Context: an optimization exercise on an open-source flow, tuned for small area, a short achievable clock period and few clock cycles per item. The choices shown serve that exercise and are no tape-out recipe. In this exercise RTL edits were held to simulation tests only and were not proved equivalent to the original.

## flow/flow/run.sh

```bash
#!/bin/bash
# Standard layout (the standard.sh, standard synthesis unchanged) with two
# changes to how it is made: timing repair is asked to leave a setup margin,
# so that the layout is pushed below the design's clock period, and the
# buffer on every input and output port is a plain buffer rather than the
# delay cell the resizer picks by default. Each step's output goes to its own
# log file here.
set -euo pipefail
ARGS=("SETUP_SLACK_MARGIN=8.6" "BUFFER_PORTS_ARGS=-buffer_cell sky130_fd_sc_hd__buf_4")
for step in synth floorplan place cts finish; do
  bash standard.sh "${ARGS[@]}" $step > log_$step.txt 2>&1
done
```

## flow/standard.sh

```bash
#!/bin/bash
# synth_recipe.tcl (not shown) runs the flow's synth.tcl, then flattens the netlist and writes it again
# the make line also repeats each setting of config.mk as NAME=value (left out here)
make -C /OpenROAD-flow-scripts/flow DESIGN_CONFIG=/design/flow/config.mk WORK_HOME=/design/flow/orfs CLKGATE_MAP_FILE= SYNTH_SCRIPT=/design/flow/synth_recipe.tcl "${@:-finish}"
```

## flow/config.mk

```make
export PLATFORM = sky130hd
export DESIGN_NAME = qr_cordic_top
export DESIGN_NICKNAME = qr_cordic_top
export VERILOG_FILES = /design/flow/design.v
export SDC_FILE = /design/flow/constraint.sdc
export NUM_CORES = 4
export LEC_CHECK = 0
export CAP_MARGIN = 30
export CORE_MARGIN = 2
export CORE_UTILIZATION = 30
export SLEW_MARGIN = 30
```

## flow/constraint.sdc

```tcl
create_clock -name core_clock -period 12.5 [get_ports {clk}]
set_input_delay 2.5000 -clock core_clock [delete_from_list [all_inputs] [get_ports {clk}]]
set_output_delay 2.5000 -clock core_clock [all_outputs]
set_load 0.01 [all_outputs]
```

## flow/design.v

```verilog
`timescale 1ns/10ps
module givens_cordic #(
   parameter int data_w = 13
) (
   input  logic                     clk,
   input  logic                     rst_n,
   input  logic                     flush,
   input  logic signed [data_w-1:0] op_x,
   input  logic signed [data_w-1:0] op_y,
   input  logic                     start,
   input  logic                     mode,      
   input  logic [1:0]               pass,
   input  logic [1:0]               nxt_pass,
   input  logic [2:0]               row,       
   input  logic [1:0]               col,
   output logic                     done,
   output logic [2:0]               wr_row,
   output logic [1:0]               wr_col,
   output logic signed [data_w-1:0] res_x,
   output logic signed [data_w-1:0] res_y
);
   localparam int num_iter  = 8;
   localparam int ext_w     = data_w + 2;
   localparam int num_pass  = 3;
   localparam logic mode_vector = 1'b0;
   logic                    v_q    [1:num_iter];
   logic                    m_q    [1:num_iter];
   logic [1:0]              p_q    [1:num_iter];
   logic [2:0]              r_q    [1:num_iter];
   logic [1:0]              c_q    [1:num_iter];
   logic signed [ext_w-1:0] x_q    [1:num_iter];
   logic signed [ext_w-1:0] y_q    [1:num_iter];
   logic signed [data_w-1:0] x0_q;
   logic signed [data_w-1:0] y0_q;
   always_ff @(posedge clk) begin
      x0_q <= op_x;
      y0_q <= op_y;
   end
   logic [num_iter-1:0]     dir_q  [num_pass];
   logic                    d_q     [0:num_iter-1];
   logic                    d_nxt   [0:num_iter-1];
   logic                    rot_d_s [0:num_iter-1];
   logic                    v_s    [0:num_iter];
   logic                    m_s    [0:num_iter];
   logic [1:0]              p_s    [0:num_iter];
   logic [2:0]              r_s    [0:num_iter];
   logic [1:0]              c_s    [0:num_iter];
   logic signed [ext_w-1:0] x_s    [0:num_iter];
   logic signed [ext_w-1:0] y_s    [0:num_iter];
   logic signed [ext_w-1:0] nx_s   [0:num_iter-1];
   logic signed [ext_w-1:0] ny_s   [0:num_iter-1];
   logic                    d_s    [0:num_iter-1];
   always_comb begin
      v_s[0]  = start;
      m_s[0]  = mode;
      p_s[0]  = pass;
      r_s[0]  = row;
      c_s[0]  = col;
      x_s[0]  = ext_w'(x0_q);
      y_s[0]  = ext_w'(y0_q);
      for (int s = 1; s <= num_iter; s++) begin
         v_s[s]  = v_q[s];
         m_s[s]  = m_q[s];
         p_s[s]  = p_q[s];
         r_s[s]  = r_q[s];
         c_s[s]  = c_q[s];
         x_s[s]  = x_q[s];
         y_s[s]  = y_q[s];
      end
      d_s[0] = (m_s[0] == mode_vector) ? (x0_q[data_w-1] == y0_q[data_w-1]) : d_q[0];
      for (int s = 1; s < num_iter; s++) begin
         d_s[s] = d_q[s];
      end
      for (int s = 0; s < num_iter; s++) begin
         if (d_s[s]) begin
            nx_s[s] = x_s[s] + (y_s[s] >>> s);
            ny_s[s] = y_s[s] - (x_s[s] >>> s);
         end else begin
            nx_s[s] = x_s[s] - (y_s[s] >>> s);
            ny_s[s] = y_s[s] + (x_s[s] >>> s);
         end
      end
   end
   always_ff @(posedge clk or negedge rst_n) begin
      if (!rst_n) begin
         for (int s = 1; s <= num_iter; s++) begin
            v_q[s] <= 1'b0;
         end
      end else begin
         for (int s = 1; s <= num_iter; s++) begin
            v_q[s] <= v_s[s-1] && !flush;
         end
      end
   end
   always_comb begin
      rot_d_s[0] = (v_s[0] && m_s[0] == mode_vector && p_s[0] == nxt_pass)
                   ? d_s[0] : dir_q[nxt_pass][0];
      d_nxt[0]   = rot_d_s[0];
      for (int s = 1; s < num_iter; s++) begin
         rot_d_s[s] = (v_s[s] && m_s[s] == mode_vector && p_s[s] == p_s[s-1])
                      ? d_q[s] : dir_q[p_s[s-1]][s];
         d_nxt[s]   = (m_s[s-1] == mode_vector)
                      ? (nx_s[s-1][ext_w-1] == ny_s[s-1][ext_w-1]) : rot_d_s[s];
      end
   end
   always_ff @(posedge clk) begin
      for (int s = 0; s < num_iter; s++) begin
         d_q[s] <= d_nxt[s];
      end
      for (int s = 1; s <= num_iter; s++) begin
         m_q[s]  <= m_s[s-1];
         p_q[s]  <= p_s[s-1];
         r_q[s]  <= r_s[s-1];
         c_q[s]  <= c_s[s-1];
         x_q[s]  <= nx_s[s-1];
         y_q[s]  <= ny_s[s-1];
      end
      for (int s = 0; s < num_iter; s++) begin
         if (v_s[s] && m_s[s] == mode_vector) begin
            dir_q[p_s[s]][s] <= d_s[s];
         end
      end
   end
   logic [data_w+8:0] ext_x;
   logic [data_w+8:0] ext_y;
   logic [data_w+8:0] prod_x;
   logic [data_w+8:0] prod_y;
   assign ext_x  = (data_w+9)'(x_s[num_iter]);
   assign ext_y  = (data_w+9)'(y_s[num_iter]);
   assign prod_x = (ext_x << 8) + (ext_x << 6) - (ext_x << 3) - ext_x;
   assign prod_y = (ext_y << 8) + (ext_y << 6) - (ext_y << 3) - ext_y;
   assign done  = v_s[num_iter];
   assign wr_row = r_s[num_iter];
   assign wr_col = c_s[num_iter];
   assign res_x  = prod_x[data_w+8:9];
   assign res_y  = prod_y[data_w+8:9];
endmodule
`timescale 1ns/10ps
module matrix_store #(
   parameter int data_w = 13
) (
   input  logic                       clk,
   input  logic                       rst_n,
   input  logic                       flush,
   input  logic                       load_wr,
   input  logic [2:0]                 load_row,
   input  logic [4*data_w-1:0]        in,
   input  logic [2:0]                 rd_row,    
   input  logic [1:0]                 rd_col,
   output logic signed [data_w-1:0]   op_x,
   output logic signed [data_w-1:0]   op_y,
   input  logic                       wr_en,
   input  logic [2:0]                 wr_row,
   input  logic [1:0]                 wr_col,
   input  logic signed [data_w-1:0]   res_x,
   input  logic signed [data_w-1:0]   res_y,
   input  logic                       out_load,
   input  logic [2:0]                 out_row,
   output logic [4*data_w-1:0]        out
);
   localparam int num_rows = 8;
   localparam int num_cols = 4;
   logic signed [data_w-1:0] mat_q [num_rows*num_cols];
   logic [4*data_w-1:0]      out_q;
   logic                     rq_en_q;
   logic [2:0]               rq_row_q;
   logic [1:0]               rq_col_q;
   logic signed [data_w-1:0] rq_x_q;
   logic signed [data_w-1:0] rq_y_q;
   always_ff @(posedge clk or negedge rst_n) begin
      if (!rst_n) begin
         rq_en_q <= 1'b0;
      end else begin
         rq_en_q <= wr_en && !flush;
      end
   end
   always_ff @(posedge clk) begin
      rq_row_q <= wr_row;
      rq_col_q <= wr_col;
      rq_x_q   <= res_x;
      rq_y_q   <= res_y;
   end
   logic signed [data_w-1:0] res_even;
   logic signed [data_w-1:0] res_odd;
   logic [2:0]               rq_row_hi;
   logic [2:0]               wr_row_hi;
   assign res_even  = rq_row_q[0] ? rq_x_q : rq_y_q;
   assign res_odd   = rq_row_q[0] ? rq_y_q : rq_x_q;
   assign rq_row_hi = rq_row_q - 3'd1;
   assign wr_row_hi = wr_row - 3'd1;
   logic signed [data_w-1:0] bus_even [num_cols];
   logic signed [data_w-1:0] bus_odd  [num_cols];
   always_comb begin
      for (int c = 0; c < num_cols; c++) begin
         bus_even[c] = load_wr ? in[c*data_w +: data_w] : res_even;
         bus_odd[c]  = load_wr ? in[c*data_w +: data_w] : res_odd;
      end
   end
   always_ff @(posedge clk) begin
      for (int i = 0; i < num_rows*num_cols; i++) begin
         if ((load_wr && i[4:2] == load_row)
             || (rq_en_q && i[1:0] == rq_col_q && (i[4:2] == rq_row_q || i[4:2] == rq_row_hi))) begin
            mat_q[i] <= i[2] ? bus_odd[i[1:0]] : bus_even[i[1:0]];
         end
      end
   end
   logic [1:0]               rd_even;
   logic [1:0]               rd_odd;
   logic signed [data_w-1:0] even_c [num_cols];
   logic signed [data_w-1:0] odd_c  [num_cols];
   logic signed [data_w-1:0] even_q;
   logic signed [data_w-1:0] odd_q;
   assign rd_even = out_load ? out_row[2:1] : rd_row[2:1];
   assign rd_odd  = out_load ? out_row[2:1]
                  : rd_row[0] ? rd_row[2:1] : rd_row[2:1] - 2'd1;
   always_comb begin
      for (int c = 0; c < num_cols; c++) begin
         even_c[c] = mat_q[{rd_even, 1'b0, c[1:0]}];
         odd_c[c]  = mat_q[{rd_odd, 1'b1, c[1:0]}];
      end
   end
   assign even_q = even_c[rd_col];
   assign odd_q  = odd_c[rd_col];
   logic [2:0] rd_row_hi;
   assign rd_row_hi = rd_row - 3'd1;
   assign op_x   = (rq_en_q && rq_row_q == rd_row_hi && rq_col_q == rd_col) ? rq_y_q
                 : rd_row[0] ? even_q : odd_q;
   assign op_y   = (wr_en && wr_row_hi == rd_row && wr_col == rd_col) ? res_x
                 : rd_row[0] ? odd_q : even_q;
   always_ff @(posedge clk or negedge rst_n) begin
      if (!rst_n) begin
         out_q <= '0;
      end else begin
         for (int c = 0; c < num_cols; c++) begin
            out_q[c*data_w +: data_w] <= !out_load ? '0
                                       : out_row[0] ? odd_c[c] : even_c[c];
         end
         if (out_load && wr_en && wr_col == 2'd3 && wr_row == out_row) begin
            out_q[3*data_w +: data_w] <= res_y;
         end
         if (out_load && rq_en_q && rq_col_q == 2'd3 && rq_row_hi == out_row) begin
            out_q[3*data_w +: data_w] <= rq_x_q;
         end
      end
   end
   assign out = out_q;
endmodule
`timescale 1ns/10ps
module qr_sequencer (
   input  logic       clk,
   input  logic       rst_n,
   input  logic       valid,
   output logic       load_wr,
   output logic [2:0] load_row,
   output logic       start,
   output logic       mode,
   output logic [1:0] pass,
   output logic       nxt_mode,
   output logic [1:0] nxt_pass,
   output logic [2:0] rd_row,
   output logic [1:0] rd_col,
   output logic [2:0] row,
   output logic [1:0] col,
   output logic       out_load,
   output logic [2:0] out_row,
   output logic       out_valid,
   output logic       flush
);
   localparam logic mode_vector = 1'b0;
   localparam logic mode_rotate = 1'b1;
   localparam logic [3:0] last_round = 4'd9;
   localparam logic [3:0] last_phase = 4'd8;
   localparam logic [3:0] out_first  = 4'd6;
   localparam logic [3:0] out_last   = 4'd13;
   localparam logic [3:0] tail_last  = 4'd14;
   logic       loading_q;    
   logic [3:0] beats_q;      
   logic       calc_q;       
   logic [3:0] round_q;      
   logic [3:0] phase_q;      
   logic       tail_q;       
   logic [3:0] tail_cnt_q;
   logic       out_valid_q;
   logic       early_q;      
   logic       late_q;       
   logic       abort_q;
   logic       round_ok;
   logic       issue;
   logic       last_issue;
   logic       load_en;
   assign load_en  = valid && loading_q;
   assign load_wr  = loading_q;
   assign load_row = 3'(4'd7 - beats_q);
   assign round_ok   = (beats_q == 4'd8)
                    || (!late_q && ((beats_q > round_q)
                                    || (round_q == 4'd1 && beats_q == 4'd1 && load_en)));
   assign issue      = calc_q && (phase_q != '0 || round_ok);
   assign last_issue = issue && (round_q == last_round) && (phase_q == last_phase);
   always_ff @(posedge clk or negedge rst_n) begin
      if (!rst_n) begin
         loading_q   <= 1'b1;
         beats_q     <= '0;
         calc_q      <= 1'b0;
         round_q     <= 4'd1;
         phase_q     <= '0;
         tail_q      <= 1'b0;
         tail_cnt_q  <= '0;
         out_valid_q <= 1'b0;
         early_q     <= 1'b0;
         late_q      <= 1'b0;
         abort_q     <= 1'b0;
      end else begin
         if (issue && loading_q) begin
            early_q <= 1'b1;
         end
         abort_q <= early_q && loading_q && !valid;
         if (load_en) begin
            beats_q <= beats_q + 4'd1;
            calc_q  <= 1'b1;
            if (beats_q == 4'd7) begin
               loading_q <= 1'b0;
            end
         end
         if (abort_q) begin
            phase_q <= '0;
            round_q <= 4'd1;
            early_q <= 1'b0;
            late_q  <= 1'b1;
         end else if (issue) begin
            if (phase_q == last_phase) begin
               phase_q <= '0;
               round_q <= round_q + 4'd1;
            end else begin
               phase_q <= phase_q + 4'd1;
            end
         end
         if (last_issue) begin
            calc_q     <= 1'b0;
            tail_q     <= 1'b1;
            tail_cnt_q <= 4'd1;
         end
         if (tail_q) begin
            tail_cnt_q <= tail_cnt_q + 4'd1;
            if (tail_cnt_q == tail_last) begin
               tail_q    <= 1'b0;
               loading_q <= 1'b1;
               beats_q   <= '0;
               round_q   <= 4'd1;
               late_q    <= 1'b0;
            end
         end
         out_valid_q <= out_load;
      end
   end
   assign out_load  = tail_q && (tail_cnt_q >= out_first) && (tail_cnt_q <= out_last);
   assign out_row   = 3'(out_last - tail_cnt_q);
   assign out_valid = out_valid_q;
   assign flush     = abort_q;
   logic [1:0] c_ph;
   logic [1:0] j_ph;
   always_comb begin
      case (phase_q)
         4'd0:    begin c_ph = 2'd0; j_ph = 2'd0; end
         4'd1:    begin c_ph = 2'd0; j_ph = 2'd1; end
         4'd2:    begin c_ph = 2'd1; j_ph = 2'd1; end
         4'd3:    begin c_ph = 2'd0; j_ph = 2'd2; end
         4'd4:    begin c_ph = 2'd1; j_ph = 2'd2; end
         4'd5:    begin c_ph = 2'd2; j_ph = 2'd2; end
         4'd6:    begin c_ph = 2'd0; j_ph = 2'd3; end
         4'd7:    begin c_ph = 2'd1; j_ph = 2'd3; end
         default: begin c_ph = 2'd2; j_ph = 2'd3; end
      endcase
   end
   logic [3:0] k_op;
   logic [2:0] row_lo;
   assign k_op   = round_q - {2'b00, c_ph, 1'b0};
   assign row_lo = 3'(4'd8 - k_op);
   logic       a_start_q;
   logic       a_mode_q;
   logic [1:0] a_pass_q;
   logic [2:0] a_row_q;
   logic [1:0] a_col_q;
   logic       b_start_q;
   logic       b_mode_q;
   logic [1:0] b_pass_q;
   logic [2:0] b_row_q;
   logic [1:0] b_col_q;
   always_ff @(posedge clk or negedge rst_n) begin
      if (!rst_n) begin
         a_start_q <= 1'b0;
         b_start_q <= 1'b0;
      end else begin
         a_start_q <= !abort_q && issue && (k_op >= 4'd1) && (k_op <= 4'd7 - {2'b00, c_ph});
         b_start_q <= !abort_q && a_start_q;
      end
   end
   always_ff @(posedge clk) begin
      a_mode_q <= (c_ph == j_ph) ? mode_vector : mode_rotate;
      a_pass_q <= c_ph;
      a_row_q  <= row_lo;
      a_col_q  <= j_ph;
      b_mode_q <= a_mode_q;
      b_pass_q <= a_pass_q;
      b_row_q  <= a_row_q;
      b_col_q  <= a_col_q;
   end
   assign rd_row   = a_row_q;
   assign rd_col   = a_col_q;
   assign nxt_mode = a_mode_q;
   assign nxt_pass = a_pass_q;
   assign start    = b_start_q;
   assign mode     = b_mode_q;
   assign pass     = b_pass_q;
   assign row      = b_row_q;
   assign col      = b_col_q;
endmodule
`timescale 1ns/10ps
module qr_cordic_top #(
   parameter int data_w = 13
) (
   input  logic                clk,
   input  logic                rst_n,
   input  logic                valid,
   input  logic [4*data_w-1:0] in,
   output logic                out_valid,
   output logic [4*data_w-1:0] out
);
   logic       load_wr;
   logic       flush;
   logic [2:0] load_row;
   logic       out_load;
   logic [2:0] out_row;
   logic                     gv_start;
   logic                     gv_mode;
   logic [1:0]               gv_pass;
   logic                     gv_nxt_mode;
   logic [1:0]               gv_nxt_pass;
   logic [2:0]               gv_rd_row;
   logic [1:0]               gv_rd_col;
   logic [2:0]               gv_row;
   logic [1:0]               gv_col;
   logic signed [data_w-1:0] gv_op_x;
   logic signed [data_w-1:0] gv_op_y;
   logic                     gv_done;
   logic [2:0]               gv_wr_row;
   logic [1:0]               gv_wr_col;
   logic signed [data_w-1:0] gv_res_x;
   logic signed [data_w-1:0] gv_res_y;
   qr_sequencer qr_sequencer_i (
      .clk       (clk),
      .rst_n     (rst_n),
      .valid     (valid),
      .load_wr   (load_wr),
      .load_row  (load_row),
      .start     (gv_start),
      .mode      (gv_mode),
      .pass      (gv_pass),
      .nxt_mode  (gv_nxt_mode),
      .nxt_pass  (gv_nxt_pass),
      .rd_row    (gv_rd_row),
      .rd_col    (gv_rd_col),
      .row       (gv_row),
      .col       (gv_col),
      .out_load  (out_load),
      .out_row   (out_row),
      .out_valid (out_valid),
      .flush     (flush)
   );
   matrix_store #(.data_w(data_w)) matrix_store_i (
      .clk      (clk),
      .rst_n    (rst_n),
      .flush    (flush),
      .load_wr  (load_wr),
      .load_row (load_row),
      .in       (in),
      .rd_row   (gv_rd_row),
      .rd_col   (gv_rd_col),
      .op_x     (gv_op_x),
      .op_y     (gv_op_y),
      .wr_en    (gv_done),
      .wr_row   (gv_wr_row),
      .wr_col   (gv_wr_col),
      .res_x    (gv_res_x),
      .res_y    (gv_res_y),
      .out_load (out_load),
      .out_row  (out_row),
      .out      (out)
   );
   givens_cordic #(.data_w(data_w)) givens_cordic_i (
      .clk     (clk),
      .rst_n   (rst_n),
      .flush   (flush),
      .start   (gv_start),
      .mode    (gv_mode),
      .pass    (gv_pass),
      .nxt_pass (gv_nxt_pass),
      .row     (gv_row),
      .col     (gv_col),
      .op_x    (gv_op_x),
      .op_y    (gv_op_y),
      .done    (gv_done),
      .wr_row  (gv_wr_row),
      .wr_col  (gv_wr_col),
      .res_x   (gv_res_x),
      .res_y   (gv_res_y)
   );
endmodule
```

==> results.cfg, run 1 <==
[synth]
synth_top_cells_by_area = sky130_fd_sc_hd__edfxtp_1 28%, sky130_fd_sc_hd__dfxtp_1 15%, sky130_fd_sc_hd__ha_1 8.8%
ys.warnings.count = 28
sequential_cell_area_fraction_in_the_yosys_report_pct = 47.5
number_of_flops_mapped_to_enable_cells_by_yosys = 447
yosys.area.top_type_share_pct = 27.6
synth_top_area_cell = sky130_fd_sc_hd__edfxtp_1
synthesis.nets = 5071
async_reset_ff_share_pct = 9.47
synth-seq-cells = 908
syn_avg_cell_area_sq_um = 10.5
yosysMostFrequentCell = sky130_fd_sc_hd__nor2_1
syn-instance-count = 4609
dominantRegCellSynth = sky130_fd_sc_hd__edfxtp_1
ys_types = 79
syn_area_sq_um = 48600
post_synth_top_cells = 473 x sky130_fd_sc_hd__nor2_1, 447 x sky130_fd_sc_hd__edfxtp_1, 375 x sky130_fd_sc_hd__dfxtp_1, 343 x sky130_fd_sc_hd__ha_1, 342 x sky130_fd_sc_hd__a21oi_1

[floorplanning]
coreArea_sq_um = 161000
die_height_um = 406
start_util_pct = 30.2
ioPinCount = 108
design.die.area_sq_um = 165000
row_count = 147
dieWidth_um = 406

[cells_and_area]
design.final.nets = 5176
diodes = 0
nFillCells = 16000
multi_input_comb_area_sq_um = 24400
post_route_cells_drive_above_1_share_pct = 11.5
final_cells = 6957
register_area_sq_um = 23100
flow.area_growth_from_synthesis_pct = 15.7

[sta]
fin_skew_ns = 0.0889
worstMarginPinSlew_ns = 1.07
finalHoldViolCount = 0
slew_violations = 0
setup-violations-final = 0
timing.final.ws_setup_ns = 8.63
unrepaired_setup_endpoints_after_global_routing = true
clock.fmax_mhz = 258
finalCriticalPeriod_ns = 3.87
fin_setup_tns_ns = 0
max-slew-margin-rel_pct = 28.4
layout_worst_path_cycle_share_pct = 31.0

[setup_path]
critical_path.slowest_cell = sky130_fd_sc_hd__dfrtp_2
worstSetupPathType = register to output pin
crit_arrival_ns = 1.37
timing.critical_path.from_type = register
worst_path_largest_cell_delay_ns = 0.48
crit_path_buf_inv_count = 1
critPathTopFamily = flip-flops
timing.critical_path.to_type = output pin
cp_cell_sequence = buf_6
crit_path_max_fanout = 1
crit_required_ns = 10.00

[place]
gp_congestion = 0.934
port-buffer-count = 107
pre_cts_ws_ns = 7.29
dpl.hpwl_um = 105000
post-place-cells = 6740

[clock_tree]
htree_num_levels = 3
clk_latency_ns = 0.74
cts_root_buf = sky130_fd_sc_hd__clkbuf_16
clock_path_buffers = 3
cts_inserted_buffers = 96
path_clk_slew_ns = 0.07
clock_sink_count = 908
cts_tree = built

[detailed_routing]
avgRoutedWirePerCell_um = 20.6
detailedRoute.firstPassIterationCount = 8
drc_errors = 0
drt_first_iter_violations = 3191
total_routed_wirelength_um = 143000
detailroute.via_count = 35500
ant_nets = 0
vias_per_cell = 5.10

[global_routing]
grt_pass1_wl_um = 214000
number_of_global_route_vias_before_repair = 34700
grt_antenna_before_repair = 2
globalRouteTotalUtil_pct = 17.1
largest_net_degree_at_the_start_of_global_routing = 88
grt-ovfl-total = 0

[run_status]
outcome = timing/DRC/antenna clean

[flow_run]
max-cap-violations = 0

[worst_hold_path]
holdCritPathClass = register to register
final timing paths:
kind                                                           from                                        to  slack, ns  cells past startpoint
hold reg to reg                   givens_cordic_i.r_q[2][0]$_DFF_P_         givens_cordic_i.r_q[3][0]$_DFF_P_       0.25                      0
max in group asynchronous                                     rst_n  qr_sequencer_i.tail_cnt_q[0]$_DFFE_PN0P_       9.34                      2
setup reg to reg           qr_sequencer_i.tail_cnt_q[0]$_DFFE_PN0P_           givens_cordic_i.y0_q[1]$_DFF_P_       8.66                     13
setup / recovery                 matrix_store_i.out_q[40]$_DFF_PN0_                                   out[40]       8.63                      1
min in group asynchronous                                     rst_n        matrix_store_i.out_q[15]$_DFF_PN0_       1.87                      1
hold / removal                    givens_cordic_i.r_q[2][0]$_DFF_P_         givens_cordic_i.r_q[3][0]$_DFF_P_       0.25                      0
logic make-up after synthesis:
logic type,count (synthesis),synth area share [%]
buffers and inverters,456,3.76
XOR/XNOR,401,7.23
AO/OA/AOI/OAI,990,13.2
adder cells (fa/ha/maj),407,11.5
AND/OR/NAND/NOR,1247,12.2
flip-flops,908,47.5
multiplexers,200,4.71
registers in the layout (all words and copies together) (netlist names), 7 cells and up, named ones only:
name,count
givens_cordic_i.y_q,119
matrix_store_i.rq_x_q,13
givens_cordic_i.d_q,8
givens_cordic_i.x0_q,13
matrix_store_i.out_q,52
matrix_store_i.mat_q,416
givens_cordic_i.y0_q,13
givens_cordic_i.v_q,8
givens_cordic_i.p_q,14
matrix_store_i.rq_y_q,13
givens_cordic_i.c_q,16
givens_cordic_i.dir_q,24
givens_cordic_i.m_q,7
givens_cordic_i.r_q,24
givens_cordic_i.x_q,118
area by class of cell:
cell class                      instances  share of cell area (%)
Clock inverter                         45                    1.01
Clock buffer                          136                    4.88
Sequential cell                       908                    41.1
Multi-Input combinational cell       3245                    43.5
Inverter                              276                    1.85
Timing Repair Buffer                  187                    2.84
Tap cell                             2160                    4.81
what timing repair did:
| item | 4_1_cts | 5_1_grt |
|---|---|---|
| setup endpoints to repair | 100 | 42 |
| hold buffers | 0 | 0 |
| pin swaps | 5 | 7 |
| gates cloned | 2 | 0 |
| resized for setup | 60 | 58 |
| hold endpoints to repair | 0 | 0 |
| buffers inserted | 27 | 7 |
per-layer routing:
layer | vias up | share of wire (%) | track usage, % | routed length [um]
met5 | - | 0.0070 | 0 | 10
met4 | 2 | 4.7 | 7.78 | 6780
met3 | 289 | 7.0 | 3.21 | 10100
met2 | 1158 | 46 | 28.1 | 66500
met1 | 17300 | 42 | 21.8 | 60100
li1 | 16700 | - | - | -
metrics by stage:
step                utilization [%]  instance area (sq um)  hold slack, ns
floorplan                         -                  48600           0.310
global placement               32.2                  51800           0.311
detailed placement             32.4                  52000           0.312
CTS                            34.8                  55900           0.260
global route                   35.0                  56200           0.267
finish                         35.0                  56200           0.255
cell usage in the layout, fill, tap and decap left out, types with 35 or more instances in the layout:
master                      instances
sky130_fd_sc_hd__nor2_1           473
sky130_fd_sc_hd__edfxtp_1         447
sky130_fd_sc_hd__dfxtp_1          368
sky130_fd_sc_hd__ha_1             341
sky130_fd_sc_hd__a21oi_1          335
sky130_fd_sc_hd__inv_1            271
sky130_fd_sc_hd__xnor2_1          265
sky130_fd_sc_hd__nand2_1          213
sky130_fd_sc_hd__buf_4            158
sky130_fd_sc_hd__mux2i_1          153
sky130_fd_sc_hd__nor2b_1          146
sky130_fd_sc_hd__nor3_1           140
sky130_fd_sc_hd__xor2_1           123
sky130_fd_sc_hd__o21ai_0          104
sky130_fd_sc_hd__clkbuf_16         99
sky130_fd_sc_hd__a211oi_1          80
sky130_fd_sc_hd__nand3_1           77
sky130_fd_sc_hd__dfrtp_1           69
sky130_fd_sc_hd__fa_1              64
sky130_fd_sc_hd__a31oi_1           50
sky130_fd_sc_hd__a21o_1            47
sky130_fd_sc_hd__a222oi_1          47
sky130_fd_sc_hd__o21a_1            35
Testbench counts, summed over its fixed seeds: cycles 9,216, matrices 96.
==> run 2, diff against run 1 <==
--- a/flow/design.v
+++ b/flow/design.v
@@ -147,6 +147,8 @@
    input  logic [4*data_w-1:0]        in,
    input  logic [2:0]                 rd_row,    
    input  logic [1:0]                 rd_col,
+   input  logic [1:0]                 rd_even,   
+   input  logic [1:0]                 rd_odd,
    output logic signed [data_w-1:0]   op_x,
    output logic signed [data_w-1:0]   op_y,
    input  logic                       wr_en,
@@ -204,15 +206,10 @@
          end
       end
    end
-   logic [1:0]               rd_even;
-   logic [1:0]               rd_odd;
    logic signed [data_w-1:0] even_c [num_cols];
    logic signed [data_w-1:0] odd_c  [num_cols];
    logic signed [data_w-1:0] even_q;
    logic signed [data_w-1:0] odd_q;
-   assign rd_even = out_load ? out_row[2:1] : rd_row[2:1];
-   assign rd_odd  = out_load ? out_row[2:1]
-                  : rd_row[0] ? rd_row[2:1] : rd_row[2:1] - 2'd1;
    always_comb begin
       for (int c = 0; c < num_cols; c++) begin
          even_c[c] = mat_q[{rd_even, 1'b0, c[1:0]}];
@@ -259,6 +256,8 @@
    output logic [1:0] nxt_pass,
    output logic [2:0] rd_row,
    output logic [1:0] rd_col,
+   output logic [1:0] rd_even,    
+   output logic [1:0] rd_odd,     
    output logic [2:0] row,
    output logic [1:0] col,
    output logic       out_load,
@@ -352,8 +351,24 @@
          out_valid_q <= out_load;
       end
    end
-   assign out_load  = tail_q && (tail_cnt_q >= out_first) && (tail_cnt_q <= out_last);
-   assign out_row   = 3'(out_last - tail_cnt_q);
+   logic       out_load_c;
+   logic [2:0] out_row_c;
+   logic       out_load_q;
+   logic [2:0] out_row_q;
+   assign out_load_c = tail_q && (tail_cnt_q >= out_first - 4'd1) && (tail_cnt_q <= out_last - 4'd1);
+   assign out_row_c  = 3'(out_last - 4'd1 - tail_cnt_q);
+   always_ff @(posedge clk or negedge rst_n) begin
+      if (!rst_n) begin
+         out_load_q <= 1'b0;
+      end else begin
+         out_load_q <= out_load_c;
+      end
+   end
+   always_ff @(posedge clk) begin
+      out_row_q <= out_row_c;
+   end
+   assign out_load  = out_load_q;
+   assign out_row   = out_row_q;
    assign out_valid = out_valid_q;
    assign flush     = abort_q;
    logic [1:0] c_ph;
@@ -379,6 +394,8 @@
    logic       a_mode_q;
    logic [1:0] a_pass_q;
    logic [2:0] a_row_q;
+   logic [1:0] rd_even_q;
+   logic [1:0] rd_odd_q;
    logic [1:0] a_col_q;
    logic       b_start_q;
    logic       b_mode_q;
@@ -398,6 +415,9 @@
       a_mode_q <= (c_ph == j_ph) ? mode_vector : mode_rotate;
       a_pass_q <= c_ph;
       a_row_q  <= row_lo;
+      rd_even_q <= out_load_c ? out_row_c[2:1] : row_lo[2:1];
+      rd_odd_q  <= out_load_c ? out_row_c[2:1]
+                 : row_lo[0] ? row_lo[2:1] : row_lo[2:1] - 2'd1;
       a_col_q  <= j_ph;
       b_mode_q <= a_mode_q;
       b_pass_q <= a_pass_q;
@@ -405,6 +425,8 @@
       b_col_q  <= a_col_q;
    end
    assign rd_row   = a_row_q;
+   assign rd_even  = rd_even_q;
+   assign rd_odd   = rd_odd_q;
    assign rd_col   = a_col_q;
    assign nxt_mode = a_mode_q;
    assign nxt_pass = a_pass_q;
@@ -437,6 +459,8 @@
    logic [1:0]               gv_nxt_pass;
    logic [2:0]               gv_rd_row;
    logic [1:0]               gv_rd_col;
+   logic [1:0]               rd_even;
+   logic [1:0]               rd_odd;
    logic [2:0]               gv_row;
    logic [1:0]               gv_col;
    logic signed [data_w-1:0] gv_op_x;
@@ -459,6 +483,8 @@
       .nxt_pass  (gv_nxt_pass),
       .rd_row    (gv_rd_row),
       .rd_col    (gv_rd_col),
+      .rd_even   (rd_even),
+      .rd_odd    (rd_odd),
       .row       (gv_row),
       .col       (gv_col),
       .out_load  (out_load),
@@ -475,6 +501,8 @@
       .in       (in),
       .rd_row   (gv_rd_row),
       .rd_col   (gv_rd_col),
+      .rd_even  (rd_even),
+      .rd_odd   (rd_odd),
       .op_x     (gv_op_x),
       .op_y     (gv_op_y),
       .wr_en    (gv_done),
--- a/flow/config.mk
+++ b/flow/config.mk
@@ -5,7 +5,10 @@
 export SDC_FILE = /design/flow/constraint.sdc
 export NUM_CORES = 4
 export LEC_CHECK = 0
+export ABC_AREA = 1
 export CAP_MARGIN = 30
 export CORE_MARGIN = 2
 export CORE_UTILIZATION = 30
+export CTS_CLUSTER_DIAMETER = 100
+export CTS_CLUSTER_SIZE = 24
 export SLEW_MARGIN = 30
==> results.cfg, run 2 <==
[cells_and_area]
largest_register_ff_count = 416
fin_util_pct = 33.2
flow.area_growth_from_synthesis_pct = 9.96
regMostFlops = matrix_store_i.mat_q
most-common-layout-cells = 1197 x sky130_fd_sc_hd__nand2_1, 639 x sky130_fd_sc_hd__inv_1, 447 x sky130_fd_sc_hd__edfxtp_1
layout_top_registers = matrix_store_i.mat_q x416, givens_cordic_i.y_q x119, givens_cordic_i.x_q x118
layout.cells.most_common = sky130_fd_sc_hd__nand2_1
design.final.nets = 6288
post_route_cells_drive_above_1_share_pct = 5.13

[clock_tree]
postCtsResizedCells = 0
cts_inserted_buffers = 49
cts_root_buf = sky130_fd_sc_hd__clkbuf_16
clock_sink_count = 916
post_cts_buffers = 0
cts_tree = built
path_clk_slew_ns = 0.10
clock_path_buffers = 3
postCtsHoldBufs = 0
clk_latency_ns = 0.70
htree_num_levels = 2

[synth]
synth_top_cells_by_area = sky130_fd_sc_hd__edfxtp_1 27%, sky130_fd_sc_hd__dfxtp_1 15%, sky130_fd_sc_hd__nand2_1 9.0%
async_reset_ff_share_pct = 9.50
post_synth_top_cells = 1200 x sky130_fd_sc_hd__nand2_1, 640 x sky130_fd_sc_hd__inv_1, 468 x sky130_fd_sc_hd__o21ai_0, 447 x sky130_fd_sc_hd__edfxtp_1, 440 x sky130_fd_sc_hd__nand3_1
sequential_cell_area_fraction_in_the_yosys_report_pct = 46.2
syn_area_sq_um = 50300
yosysMostFrequentCell = sky130_fd_sc_hd__nand2_1
synthesis.nets = 6243
syn_avg_cell_area_sq_um = 8.70
ys.warnings.count = 28
dominantRegCellSynth = sky130_fd_sc_hd__edfxtp_1
synth-seq-cells = 916
synth_top_area_cell = sky130_fd_sc_hd__edfxtp_1
number_of_flops_mapped_to_enable_cells_by_yosys = 447
syn-instance-count = 5782
ys_types = 55
yosys.area.top_type_share_pct = 26.7

[detailed_routing]
vias_per_cell = 4.96
drc_errors = 0
ant_nets = 0
drt_first_iter_violations = 3841
dr_wl_met3_um = 11800
detailedRoute.firstPassIterationCount = 6
met2_routed_length_um = 66300
detailroute.via_count = 40100
total_routed_wirelength_um = 151000
wl_met1_um = 65600
avgRoutedWirePerCell_um = 18.7
dr.max_layer_used = met5

[sta]
layout_worst_path_cycle_share_pct = 30.5
fin_skew_ns = 0.0653
slew_violations = 0
finalHoldWorstSlack_ns = 0.333
unrepaired_setup_endpoints_after_global_routing = false
finalHoldViolCount = 0
timing.final.ws_setup_ns = 8.69
setup-violations-final = 0
worstMarginPinSlew_ns = 1.10
max-slew-margin-rel_pct = 25.6
finalCriticalPeriod_ns = 3.81
clock.fmax_mhz = 262
fin_setup_tns_ns = 0

[global_routing]
grt_pass1_wl_um = 228000
grt-ovfl-total = 0
globalRouteTotalUtil_pct = 17.3
grt_antenna_before_repair = 3
largest_net_degree_at_the_start_of_global_routing = 105
number_of_global_route_vias_before_repair = 38000

[setup_path]
critPathTopFamily = flip-flops
regToRegEndpoint = givens_cordic_i.x0_q[1]$_DFF_P_
crit_path_max_fanout = 1
worst-path-stages = 1
crit_start = matrix_store_i.out_q[48]$_DFF_PN0_
timing.critical_path.from_type = register
timing.critical_path.to_type = output pin
critical_path.slowest_cell = sky130_fd_sc_hd__dfrtp_1
worst_path_largest_cell_delay_ns = 0.48
worst_r2r_startpoint = qr_sequencer_i.rd_even_q[0]$_DFF_P_
crit_arrival_ns = 1.31
worstSetupPathType = register to output pin
crit_path_capture = out[48]
worst_r2r_path_depth = 9
cp_cell_sequence = buf_4
crit_path_buf_inv_count = 1
crit_required_ns = 10.00
reg2reg_slack_ns = 8.97

[floorplanning]
dieWidth_um = 414
row_count = 150
ioPinCount = 108
die_height_um = 414
coreArea_sq_um = 167000
design.die.area_sq_um = 171000
start_util_pct = 30.2

[flow_run]
max-cap-violations = 0

[worst_hold_path]
holdCritPathClass = register to register

[place]
gp_congestion = 0.940
dpl.hpwl_um = 113000
port-buffer-count = 107
pre_cts_ws_ns = 8.67

[run_status]
outcome = timing/DRC/antenna clean
==> run 2: logic make-up (layout without fill, tap and decap cells) <==
| kind of cell | Yosys count | after routing | synth area share [%] |
|---|---|---|---|
| fa+ha+maj | 406 | 406 | 11.1 |
| xor+xnor | 366 | 366 | 6.37 |
| simple gates | 2237 | 2237 | 18.5 |
| compound gates | 1040 | 1040 | 11.4 |
| flops | 916 | 916 | 46.2 |
| mux | 2 | 2 | 0.0398 |
| other cells | 0 | 1 | 0 |
| buf+inv | 815 | 900 | 6.35 |
==> run 2: metal layers <==
metal  GRT usage (%)  vias to the layer above
li1                -                    19400
met5               0                        -
met4            7.25                        2
met1            23.7                    19000
met3            2.75                      281
met2            27.0                     1424
==> run 2: worst min-delay path by stage <==
| stage | start | slack (ns) | to | cells after the start |
|---|---|---|---|---|
| finish | givens_cordic_i.c_q[4][1]$_DFF_P_ | 0.33 | givens_cordic_i.c_q[5][1]$_DFF_P_ | 0 |
| global route | givens_cordic_i.r_q[3][1]$_DFF_P_ | 0.33 | givens_cordic_i.r_q[4][1]$_DFF_P_ | 0 |
| CTS | qr_sequencer_i.b_col_q[0]$_DFF_P_ | 0.33 | givens_cordic_i.c_q[1][0]$_DFF_P_ | 0 |
| detailed placement | givens_cordic_i.c_q[1][0]$_DFF_P_ | 0.31 | givens_cordic_i.c_q[2][0]$_DFF_P_ | 0 |
| global placement | qr_sequencer_i.b_col_q[0]$_DFF_P_ | 0.31 | givens_cordic_i.c_q[1][0]$_DFF_P_ | 0 |
| floorplan | qr_sequencer_i.b_col_q[0]$_DFF_P_ | 0.31 | givens_cordic_i.c_q[1][0]$_DFF_P_ | 0 |
==> run 2: per-stage QoR <==
step | area, sq um | instances
2_1_floorplan | 50300 | 5782
3_3_place_gp | 53600 | 7979
3_5_place_dp | 53700 | 7979
4_1_cts | 55300 | 8070
5_1_grt | 55300 | 8071
6_report | 55300 | 8072
==> run 2: area by class of cell <==
| cell class | instances | area (sq um) |
|---|---|---|
| Inverter | 657 | 2470 |
| Clock buffer | 76 | 1330 |
| Multi-Input combinational cell | 4051 | 24100 |
| Clock inverter | 15 | 270 |
| Tap cell | 2204 | 2760 |
| Timing Repair Buffer | 152 | 1150 |
| Antenna cell | 1 | 2.50 |
| Sequential cell | 916 | 23200 |
| Fill cell | 17100 | 112000 |
Testbench counts of run 2, summed over its fixed seeds: cycles 9,216, matrices 96.
==> run 3, diff against run 2 <==
--- a/flow/config.mk
+++ b/flow/config.mk
@@ -5,7 +5,6 @@
 export SDC_FILE = /design/flow/constraint.sdc
 export NUM_CORES = 4
 export LEC_CHECK = 0
-export ABC_AREA = 1
 export CAP_MARGIN = 30
 export CORE_MARGIN = 2
 export CORE_UTILIZATION = 30
==> results.cfg, run 3 <==
[setup_path]
critical_path.slowest_cell = sky130_fd_sc_hd__dfrtp_1
crit_path_buf_inv_count = 1
crit_required_ns = 10.00
critPathTopFamily = flip-flops
worstSetupPathType = register to output pin
crit_path_max_fanout = 1
timing.critical_path.from_type = register
crit_arrival_ns = 1.38
timing.critical_path.to_type = output pin
worst_path_largest_cell_delay_ns = 0.55
cp_cell_sequence = buf_4

[synth]
synthesis.nets = 4733
syn_avg_cell_area_sq_um = 11.3
async_reset_ff_share_pct = 9.50
ys_types = 95
syn_area_sq_um = 48400
synth-seq-cells = 916
post_synth_top_cells = 450 x sky130_fd_sc_hd__nor2_1, 447 x sky130_fd_sc_hd__edfxtp_1, 382 x sky130_fd_sc_hd__dfxtp_1, 342 x sky130_fd_sc_hd__ha_1, 289 x sky130_fd_sc_hd__a21oi_1
ys.warnings.count = 28
yosys.area.top_type_share_pct = 27.7
synth_top_cells_by_area = sky130_fd_sc_hd__edfxtp_1 28%, sky130_fd_sc_hd__dfxtp_1 16%, sky130_fd_sc_hd__ha_1 8.8%
dominantRegCellSynth = sky130_fd_sc_hd__edfxtp_1
synth_top_area_cell = sky130_fd_sc_hd__edfxtp_1
sequential_cell_area_fraction_in_the_yosys_report_pct = 48.0
syn-instance-count = 4272
yosysMostFrequentCell = sky130_fd_sc_hd__nor2_1
number_of_flops_mapped_to_enable_cells_by_yosys = 447

[clock_tree]
cts_inserted_buffers = 46
path_clk_slew_ns = 0.09
clk_latency_ns = 0.70
cts_root_buf = sky130_fd_sc_hd__clkbuf_16
cts_tree = built
postCtsHoldBufs = 0
htree_num_levels = 2
clock_path_buffers = 3
clock_sink_count = 916

[flow_run]
max-cap-violations = 0

[place]
gp_congestion = 0.869
dpl.hpwl_um = 96200
port-buffer-count = 107

[global_routing]
globalRouteTotalUtil_pct = 15.4
grt-ovfl-total = 0
grt_pass1_wl_um = 195000
number_of_global_route_vias_before_repair = 31600
grt_antenna_before_repair = 2
largest_net_degree_at_the_start_of_global_routing = 56

[worst_hold_path]
holdCritPathClass = register to register

[detailed_routing]
avgRoutedWirePerCell_um = 19.6
detailroute.via_count = 32300
vias_per_cell = 4.95
detailedRoute.firstPassIterationCount = 6
drc_errors = 0
ant_nets = 0
total_routed_wirelength_um = 128000
drt_first_iter_violations = 2747

[floorplanning]
die_height_um = 406
coreArea_sq_um = 160000
ioPinCount = 108
design.die.area_sq_um = 165000
start_util_pct = 30.2
dieWidth_um = 406
row_count = 147

[sta]
finalHoldViolCount = 0
worstMarginPinSlew_ns = 1.07
fin_setup_tns_ns = 0
finalCriticalPeriod_ns = 3.88
clock.fmax_mhz = 258
setup-violations-final = 0
finalHoldWorstSlack_ns = 0.325
max-slew-margin-rel_pct = 28.0
fin_skew_ns = 0.0674
layout_worst_path_cycle_share_pct = 31.1
unrepaired_setup_endpoints_after_global_routing = true
slew_violations = 0

[cells_and_area]
most-common-layout-cells = 450 x sky130_fd_sc_hd__nor2_1, 447 x sky130_fd_sc_hd__edfxtp_1, 373 x sky130_fd_sc_hd__dfxtp_1
design.final.nets = 4798
diodes = 0
post_route_cells_drive_above_1_share_pct = 11.4
layout.cells.most_common = sky130_fd_sc_hd__nor2_1
layout_top_registers = matrix_store_i.mat_q x416, givens_cordic_i.y_q x119, givens_cordic_i.x_q x118
flow.area_growth_from_synthesis_pct = 11.0
regMostFlops = matrix_store_i.mat_q
largest_register_ff_count = 416
nFillCells = 16000
multi_input_comb_area_sq_um = 24100
register_area_sq_um = 23300

[run_status]
outcome = timing/DRC/antenna clean
==> run 3: kinds of logic (layout without fill, tap and decap cells) <==
family / after synthesis / in the layout / share of synthesized area, %
xor gates and xnor gates: 409 / 409 / 7.49
and+or+nand+nor: 1083 / 1083 / 10.7
DFF: 916 / 916 / 48.0
muxes: 262 / 262 / 8.83
buffers and inverters: 426 / 528 / 3.37
adders and majority gates: 406 / 406 / 11.5
AOI/OAI and AO/OA: 770 / 770 / 10.0
==> run 3: layout make-up <==
class / instances / area share [%]
Tap cell: 2160 / 5.03
Inverter: 289 / 2.02
Clock inverter: 10 / 0.307
Multi-Input combinational cell: 2930 / 44.8
Clock buffer: 75 / 2.34
Sequential cell: 916 / 43.3
Timing Repair Buffer: 154 / 2.22
==> run 3: metrics by stage <==
step                      utilization (%)  area, sq um  instances  setup slack [ns]
final                                33.5        53700       6534              8.62
after global routing                 33.5        53700       6534              8.46
after CTS                            33.3        53400       6523              8.55
after detailed placement             32.4        51900       6434              8.42
after global placement               32.3        51700       6434              8.43
after floorplan                         -        48400       4272              8.79
==> run 3: path summary, 6_finish.rpt <==
kind                                                     from                                 end  slack, ns  cells after the start
min in group asynchronous                               rst_n  qr_sequencer_i.early_q$_DFFE_PN0P_       1.88                      1
max                        matrix_store_i.out_q[48]$_DFF_PN0_                             out[48]       8.62                      1
max reg2reg                  givens_cordic_i.d_q[2]$_DFFE_PP_    givens_cordic_i.d_q[3]$_DFFE_PP_       8.78                     10
min reg2reg                 givens_cordic_i.r_q[3][0]$_DFF_P_   givens_cordic_i.r_q[4][0]$_DFF_P_       0.32                      0
max in group asynchronous                               rst_n  matrix_store_i.out_q[39]$_DFF_PN0_       9.47                      2
min                         givens_cordic_i.r_q[3][0]$_DFF_P_   givens_cordic_i.r_q[4][0]$_DFF_P_       0.32                      0
==> run 3: timing repair <==
| action | CTS | global route |
|---|---|---|
| resized for setup | 13 | 30 |
| endpoints found under the setup margin | 12 | 14 |
| pin swaps | 0 | 8 |
| setup buffers | 4 | 10 |
==> run 3: per-layer routing <==
| layer | wire, um | up-vias | part of all wire [%] | track usage [%] |
|---|---|---|---|---|
| li1 | - | 15400 | - | - |
| met1 | 58000 | 15900 | 45 | 21.5 |
| met2 | 58900 | 896 | 46 | 24.7 |
| met3 | 7970 | 130 | 6.2 | 2.36 |
| met4 | 3400 | 0 | 2.7 | 4.13 |
| met5 | 0 | - | 0 | 0 |
==> run 4, diff against run 3 <==
--- a/flow/flow/run.sh
+++ b/flow/flow/run.sh
@@ -6,7 +6,7 @@
 # delay cell the resizer picks by default. Each step's output goes to its own
 # log file here.
 set -euo pipefail
-ARGS=("SETUP_SLACK_MARGIN=8.6" "BUFFER_PORTS_ARGS=-buffer_cell sky130_fd_sc_hd__buf_4")
+ARGS=("SETUP_SLACK_MARGIN=8.9" "BUFFER_PORTS_ARGS=-buffer_cell sky130_fd_sc_hd__buf_4")
 for step in synth floorplan place cts finish; do
   bash standard.sh "${ARGS[@]}" $step > log_$step.txt 2>&1
 done
--- a/flow/config.mk
+++ b/flow/config.mk
@@ -5,6 +5,7 @@
 export SDC_FILE = /design/flow/constraint.sdc
 export NUM_CORES = 4
 export LEC_CHECK = 0
+export ABC_AREA = 1
 export CAP_MARGIN = 30
 export CORE_MARGIN = 2
 export CORE_UTILIZATION = 30
==> results.cfg, run 4 <==
[cells_and_area]
most-common-layout-cells = 1197 x sky130_fd_sc_hd__nand2_1, 637 x sky130_fd_sc_hd__inv_1, 447 x sky130_fd_sc_hd__edfxtp_1
layout.cells.most_common = sky130_fd_sc_hd__nand2_1
largest_register_ff_count = 416
layout_top_registers = matrix_store_i.mat_q x416, givens_cordic_i.y_q x119, givens_cordic_i.x_q x118
fin_util_pct = 33.4
nFillCells = 17100
final_cells = 8086
design.final.nets = 6302
flow.area_growth_from_synthesis_pct = 10.7
regMostFlops = matrix_store_i.mat_q
post_route_cells_drive_above_1_share_pct = 5.59

[sta]
slew_violations = 0
finalHoldViolCount = 0
layout_worst_path_cycle_share_pct = 30.2
clock.fmax_mhz = 265
setup-violations-final = 0
fin_setup_tns_ns = 0
worstMarginPinSlew_ns = 1.07
finalCriticalPeriod_ns = 3.77
fin_skew_ns = 0.0611
max-slew-margin-rel_pct = 27.6
unrepaired_setup_endpoints_after_global_routing = true

[detailed_routing]
ant_nets = 0
detailedRoute.firstPassIterationCount = 6
vias_per_cell = 4.95
avgRoutedWirePerCell_um = 18.7
total_routed_wirelength_um = 151000
detailroute.via_count = 40000
drc_errors = 0
drt_first_iter_violations = 3971

[setup_path]
timing.critical_path.to_type = output pin
crit_arrival_ns = 1.27
critical_path.slowest_cell = sky130_fd_sc_hd__dfrtp_2
worst_path_largest_cell_delay_ns = 0.48
crit_required_ns = 10.00
critPathTopFamily = flip-flops
timing.critical_path.from_type = register
crit_path_buf_inv_count = 1
cp_cell_sequence = buf_6
crit_path_max_fanout = 1
regToRegEndpoint = givens_cordic_i.x0_q[1]$_DFF_P_
reg2reg_slack_ns = 8.96
worst_r2r_path_depth = 9
worstSetupPathType = register to output pin
worst_r2r_startpoint = qr_sequencer_i.rd_odd_q[1]$_DFF_P_

[global_routing]
number_of_global_route_vias_before_repair = 38000
largest_net_degree_at_the_start_of_global_routing = 105
globalRouteTotalUtil_pct = 17.3
grt_pass1_wl_um = 229000
grt-ovfl-total = 0
grt_antenna_before_repair = 3

[clock_tree]
clock_sink_count = 916
htree_num_levels = 2
cts_tree = built
cts_root_buf = sky130_fd_sc_hd__clkbuf_16
cts_inserted_buffers = 49
postCtsHoldBufs = 0
clock_path_buffers = 3
path_clk_slew_ns = 0.10
clk_latency_ns = 0.70

[synth]
async_reset_ff_share_pct = 9.50
syn_area_sq_um = 50300
synth-seq-cells = 916
post_synth_top_cells = 1200 x sky130_fd_sc_hd__nand2_1, 640 x sky130_fd_sc_hd__inv_1, 468 x sky130_fd_sc_hd__o21ai_0, 447 x sky130_fd_sc_hd__edfxtp_1, 440 x sky130_fd_sc_hd__nand3_1
ys.warnings.count = 28
synth_top_cells_by_area = sky130_fd_sc_hd__edfxtp_1 27%, sky130_fd_sc_hd__dfxtp_1 15%, sky130_fd_sc_hd__nand2_1 9.0%
yosys.area.top_type_share_pct = 26.7
sequential_cell_area_fraction_in_the_yosys_report_pct = 46.2
dominantRegCellSynth = sky130_fd_sc_hd__edfxtp_1
syn-instance-count = 5782
synth_top_area_cell = sky130_fd_sc_hd__edfxtp_1
syn_avg_cell_area_sq_um = 8.70
synthesis.nets = 6243
yosysMostFrequentCell = sky130_fd_sc_hd__nand2_1
number_of_flops_mapped_to_enable_cells_by_yosys = 447
ys_types = 55

[place]
post-place-cells = 7979
port-buffer-count = 107
gp_congestion = 0.940
dpl.hpwl_um = 113000

[floorplanning]
row_count = 150
die_height_um = 414
start_util_pct = 30.2
ioPinCount = 108
design.die.area_sq_um = 171000
dieWidth_um = 414
coreArea_sq_um = 167000

[flow_run]
max-cap-violations = 0

[run_status]
outcome = timing/DRC/antenna clean

[worst_hold_path]
hold_path_startpoint = givens_cordic_i.r_q[3][1]$_DFF_P_
min_to = givens_cordic_i.r_q[4][1]$_DFF_P_
timing.hold.worst_path_depth = 0
holdCritPathClass = register to register
[run 4: cell types whose count changed in the layout (fill, tap and decap cells not counted), sizes merged, moves of 130 or more]
cell	change
inv	+367
mux4	-130
xnor2	-157
o21ai	+373
nand2	+1037
nand3	+342
[run 4: metal layers]
layer / share of wire [%] / GRT usage (%)
met4: 4.7 / 7.25
met5: 0.0086 / 0
met1: 44 / 23.7
met2: 44 / 27.0
met3: 7.4 / 2.78
[run 4: cell type report]
type / count / area (sq um) / share of cell area, %
Clock buffer: 76 / 1330 / 2.38
Multi-Input combinational cell: 4051 / 24100 / 43.3
Timing Repair Buffer: 166 / 1470 / 2.63
Sequential cell: 916 / 23300 / 41.8
Tap cell: 2204 / 2760 / 4.95
Inverter: 657 / 2470 / 4.44
Clock inverter: 15 / 270 / 0.485
Antenna cell: 1 / 2.50 / 0.00449
[run 4: per-stage QoR]
| step | area (sq um) | hold WS (ns) | setup slack, ns |
|---|---|---|---|
| after global routing | 55700 | 0.335 | 8.71 |
| after global placement | 53600 | 0.310 | 8.71 |
| after detailed placement | 53700 | 0.312 | 8.67 |
| final | 55700 | 0.331 | 8.73 |
| after floorplan | 50300 | 0.310 | 9.25 |
| after CTS | 55500 | 0.335 | 8.69 |
[run 4: worst max-delay path by stage]
stage	start	end	cells past startpoint
after CTS	matrix_store_i.out_q[40]$_DFF_PN0_	out[40]	1
after global routing	matrix_store_i.out_q[45]$_DFF_PN0_	out[45]	1
final	matrix_store_i.out_q[48]$_DFF_PN0_	out[48]	1
after floorplan	valid	qr_sequencer_i.phase_q[0]$_DFFE_PN0P_	7
after detailed placement	rst_n	matrix_store_i.out_q[37]$_DFF_PN0_	2
after global placement	rst_n	matrix_store_i.out_q[30]$_DFF_PN0_	2
[run 4: cells by family after synthesis]
kind of cell / Yosys count / synth area share, %
AND/OR/NAND/NOR: 2237 / 18.5
AO/OA/AOI/OAI: 1040 / 11.4
flip-flops: 916 / 46.2
buffers and inverters: 815 / 6.35
adder cells (fa/ha/maj): 406 / 11.1
XOR/XNOR: 366 / 6.37
multiplexers: 2 / 0.0398
[run 4: repair_timing]
item / in CTS / in global routing
setup buffers: 0 / 14
pin swaps: 0 / 0
hold endpoints to repair: 0 / 0
resized for setup: 58 / 12
setup endpoints to repair: 53 / 63
==> run 5, diff against run 4 <==
--- a/flow/config.mk
+++ b/flow/config.mk
@@ -5,7 +5,6 @@
 export SDC_FILE = /design/flow/constraint.sdc
 export NUM_CORES = 4
 export LEC_CHECK = 0
-export ABC_AREA = 1
 export CAP_MARGIN = 30
 export CORE_MARGIN = 2
 export CORE_UTILIZATION = 30
==> results.cfg, run 5 <==
[run_status]
outcome = timing/DRC/antenna clean

[global_routing]
grt-ovfl-total = 0
grt_antenna_before_repair = 4
number_of_global_route_vias_before_repair = 31800
grt_pass1_wl_um = 195000
globalRouteTotalUtil_pct = 15.4
largest_net_degree_at_the_start_of_global_routing = 57

[synth]
synthesis.nets = 4733
synth_top_cells_by_area = sky130_fd_sc_hd__edfxtp_1 28%, sky130_fd_sc_hd__dfxtp_1 16%, sky130_fd_sc_hd__ha_1 8.8%
synth-seq-cells = 916
yosys.area.top_type_share_pct = 27.7
sequential_cell_area_fraction_in_the_yosys_report_pct = 48.0
number_of_flops_mapped_to_enable_cells_by_yosys = 447
async_reset_ff_share_pct = 9.50
dominantRegCellSynth = sky130_fd_sc_hd__edfxtp_1
syn-instance-count = 4272
syn_area_sq_um = 48400
syn_avg_cell_area_sq_um = 11.3
ys.warnings.count = 28
synth_top_area_cell = sky130_fd_sc_hd__edfxtp_1
yosysMostFrequentCell = sky130_fd_sc_hd__nor2_1
post_synth_top_cells = 450 x sky130_fd_sc_hd__nor2_1, 447 x sky130_fd_sc_hd__edfxtp_1, 382 x sky130_fd_sc_hd__dfxtp_1, 342 x sky130_fd_sc_hd__ha_1, 289 x sky130_fd_sc_hd__a21oi_1
ys_types = 95

[sta]
unrepaired_setup_endpoints_after_global_routing = true
layout_worst_path_cycle_share_pct = 31.0
setup-violations-final = 0
max-slew-margin-rel_pct = 30.3
fin_setup_tns_ns = 0
worstMarginPinSlew_ns = 1.05
finalCriticalPeriod_ns = 3.88
timing.final.ws_setup_ns = 8.62
finalHoldViolCount = 0
fin_skew_ns = 0.0617
slew_violations = 0
clock.fmax_mhz = 258

[floorplanning]
dieWidth_um = 406
design.die.area_sq_um = 165000
die_height_um = 406
coreArea_sq_um = 160000
row_count = 147
start_util_pct = 30.2
ioPinCount = 108

[setup_path]
crit_required_ns = 10.00
regToRegEndpoint = givens_cordic_i.d_q[2]$_DFFE_PP_
critPathTopFamily = flip-flops
timing.critical_path.to_type = output pin
crit_path_buf_inv_count = 1
worst_r2r_path_depth = 15
worstSetupPathType = register to output pin
critical_path.slowest_cell = sky130_fd_sc_hd__dfrtp_2
cp_cell_sequence = buf_6
reg2reg_slack_ns = 8.83
worst_path_largest_cell_delay_ns = 0.50
crit_arrival_ns = 1.38
crit_path_max_fanout = 1
timing.critical_path.from_type = register
worst_r2r_startpoint = givens_cordic_i.y_q[1][1]$_DFF_P_

[cells_and_area]
design.final.nets = 4830
most-common-layout-cells = 450 x sky130_fd_sc_hd__nor2_1, 447 x sky130_fd_sc_hd__edfxtp_1, 353 x sky130_fd_sc_hd__dfxtp_1
layout.cells.most_common = sky130_fd_sc_hd__nor2_1
flow.area_growth_from_synthesis_pct = 13.2
largest_register_ff_count = 416
layout_top_registers = matrix_store_i.mat_q x416, givens_cordic_i.y_q x119, givens_cordic_i.x_q x118
nFillCells = 16000
post_route_cells_drive_above_1_share_pct = 14.0
regMostFlops = matrix_store_i.mat_q
diodes = 0

[clock_tree]
htree_num_levels = 2
clk_latency_ns = 0.71
clock_sink_count = 916
clock_path_buffers = 3
cts_root_buf = sky130_fd_sc_hd__clkbuf_16
cts_tree = built
cts_inserted_buffers = 47
path_clk_slew_ns = 0.10

[place]
dpl.hpwl_um = 95600
gp_congestion = 0.853
pre_cts_ws_ns = 8.49
port-buffer-count = 107

[detailed_routing]
detailedRoute.firstPassIterationCount = 5
drt_first_iter_violations = 2740
ant_nets = 0
drc_errors = 0
avgRoutedWirePerCell_um = 19.7
detailroute.via_count = 32500
vias_per_cell = 4.95
total_routed_wirelength_um = 129000

[worst_hold_path]
min_to = givens_cordic_i.r_q[8][1]$_DFF_P_
holdCritPathClass = register to register
timing.hold.worst_path_depth = 0
hold_path_startpoint = givens_cordic_i.r_q[7][1]$_DFF_P_

[flow_run]
max-cap-violations = 0
-- run 5: cell types whose count changed after synthesis, moves of 116 or more --
| cell | change |
|---|---|
| sky130_fd_sc_hd__o21ai_0 | -331 |
| sky130_fd_sc_hd__inv_1 | -353 |
| sky130_fd_sc_hd__nand2_1 | -1036 |
| sky130_fd_sc_hd__mux4_2 | +130 |
| sky130_fd_sc_hd__nand3_1 | -340 |
| sky130_fd_sc_hd__xor2_1 | -116 |
| sky130_fd_sc_hd__xnor2_1 | +155 |
-- run 5: how the worst max path moves through the flow --
stage,from,to,slack (ns),cells after the start
2_1_floorplan,valid,qr_sequencer_i.phase_q[1]$_DFFE_PN0P_,8.86,6
3_3_place_gp,givens_cordic_i.d_q[2]$_DFFE_PP_,givens_cordic_i.d_q[3]$_DFFE_PP_,8.59,10
3_5_place_dp,givens_cordic_i.y_q[1][1]$_DFF_P_,givens_cordic_i.d_q[2]$_DFFE_PP_,8.49,15
4_1_cts,matrix_store_i.out_q[50]$_DFF_PN0_,out[50],8.60,1
5_1_grt,givens_cordic_i.y_q[1][1]$_DFF_P_,givens_cordic_i.d_q[2]$_DFFE_PP_,8.57,15
6_report,matrix_store_i.out_q[50]$_DFF_PN0_,out[50],8.62,1
-- run 5: kinds of logic (layout without fill, tap and decap cells) --
| logic type | after synthesis | after routing | synth area share [%] |
|---|---|---|---|
| xor gates and xnor gates | 409 | 409 | 7.49 |
| DFF | 916 | 916 | 48.0 |
| adders and majority gates | 406 | 406 | 11.5 |
| muxes | 262 | 262 | 8.83 |
| AOI/OAI and AO/OA | 770 | 770 | 10.0 |
| buffers and inverters | 426 | 562 | 3.37 |
| and+or+nand+nor | 1083 | 1083 | 10.7 |
-- run 5: area by class of cell --
| type | instances | area, sq um | area share (%) |
|---|---|---|---|
| Multi-Input combinational cell | 2930 | 24600 | 44.8 |
| Sequential cell | 916 | 23300 | 42.5 |
| Tap cell | 2160 | 2700 | 4.93 |
| Timing Repair Buffer | 185 | 1630 | 2.98 |
| Clock buffer | 74 | 1280 | 2.33 |
| Inverter | 289 | 1090 | 1.99 |
| Clock inverter | 14 | 216 | 0.395 |
-- run 5: through the flow --
stage          std cells  util, %  instance area (sq um)  hold slack [ns]
6_report            6568     34.2                  54800            0.322
4_1_cts             6528     33.7                  54000            0.308
3_3_place_gp        6429     32.3                  51700            0.311
5_1_grt             6568     34.2                  54800            0.330
3_5_place_dp        6429     32.4                  52000            0.312
2_1_floorplan       4272        -                  48400            0.310
-- run 5: metal layers --
metal	global-route usage (%)	part of all wire, %	vias up
met5	0	0	-
met4	4.75	3.2	0
met3	2.18	5.8	164
met2	25.0	46	940
met1	21.3	45	16000
li1	-	-	15400
-- run 5: timing repair --
action / in CTS / in global routing
endpoints found under the setup margin: 121 / 268
hold buffers: 0 / 0
pin swaps: 8 / 36
gates resized for setup: 103 / 103
buffers inserted: 11 / 39

-- static timing again, ports no longer ideal --
Ports are ideal in the flow. The routed layouts listed here were re-timed in OpenROAD. Step 1 assumes that a clkbuf_16 drives the clock port and a buf_2 every other input. Step 2 times the ports against the registers' clock, not the clock port: input delays grow and output delays shrink by t, the midpoint of the rising clock arrivals with the driver on. Slacks: ideal / step 1 / step 2; pairs: ideal / step 1.
run | shift t [ns] | setup WS [ns] | worst slew at a driven data input, ns | cell pins on the clock port's net
run 1 | 0.785 | 8.631 / 8.542 / 8.307 | 0.08 | 1
run 2 | 0.743 | 8.686 / 8.607 / 8.609 | 0.06 | 1
run 3 | 0.744 | 8.617 / 8.539 / 8.415 | 0.08 | 1
run 4 | 0.740 | 8.725 / 8.648 / 8.634 | 0.06 | 1
run 5 | 0.762 | 8.624 / 8.544 / 8.584 | 0.06 | 1
After both steps every run listed still meets setup and hold. For run 1, which loses most, drivers alone change the setup slack by -0.089 ns; drivers and shift together by -0.324 ns.
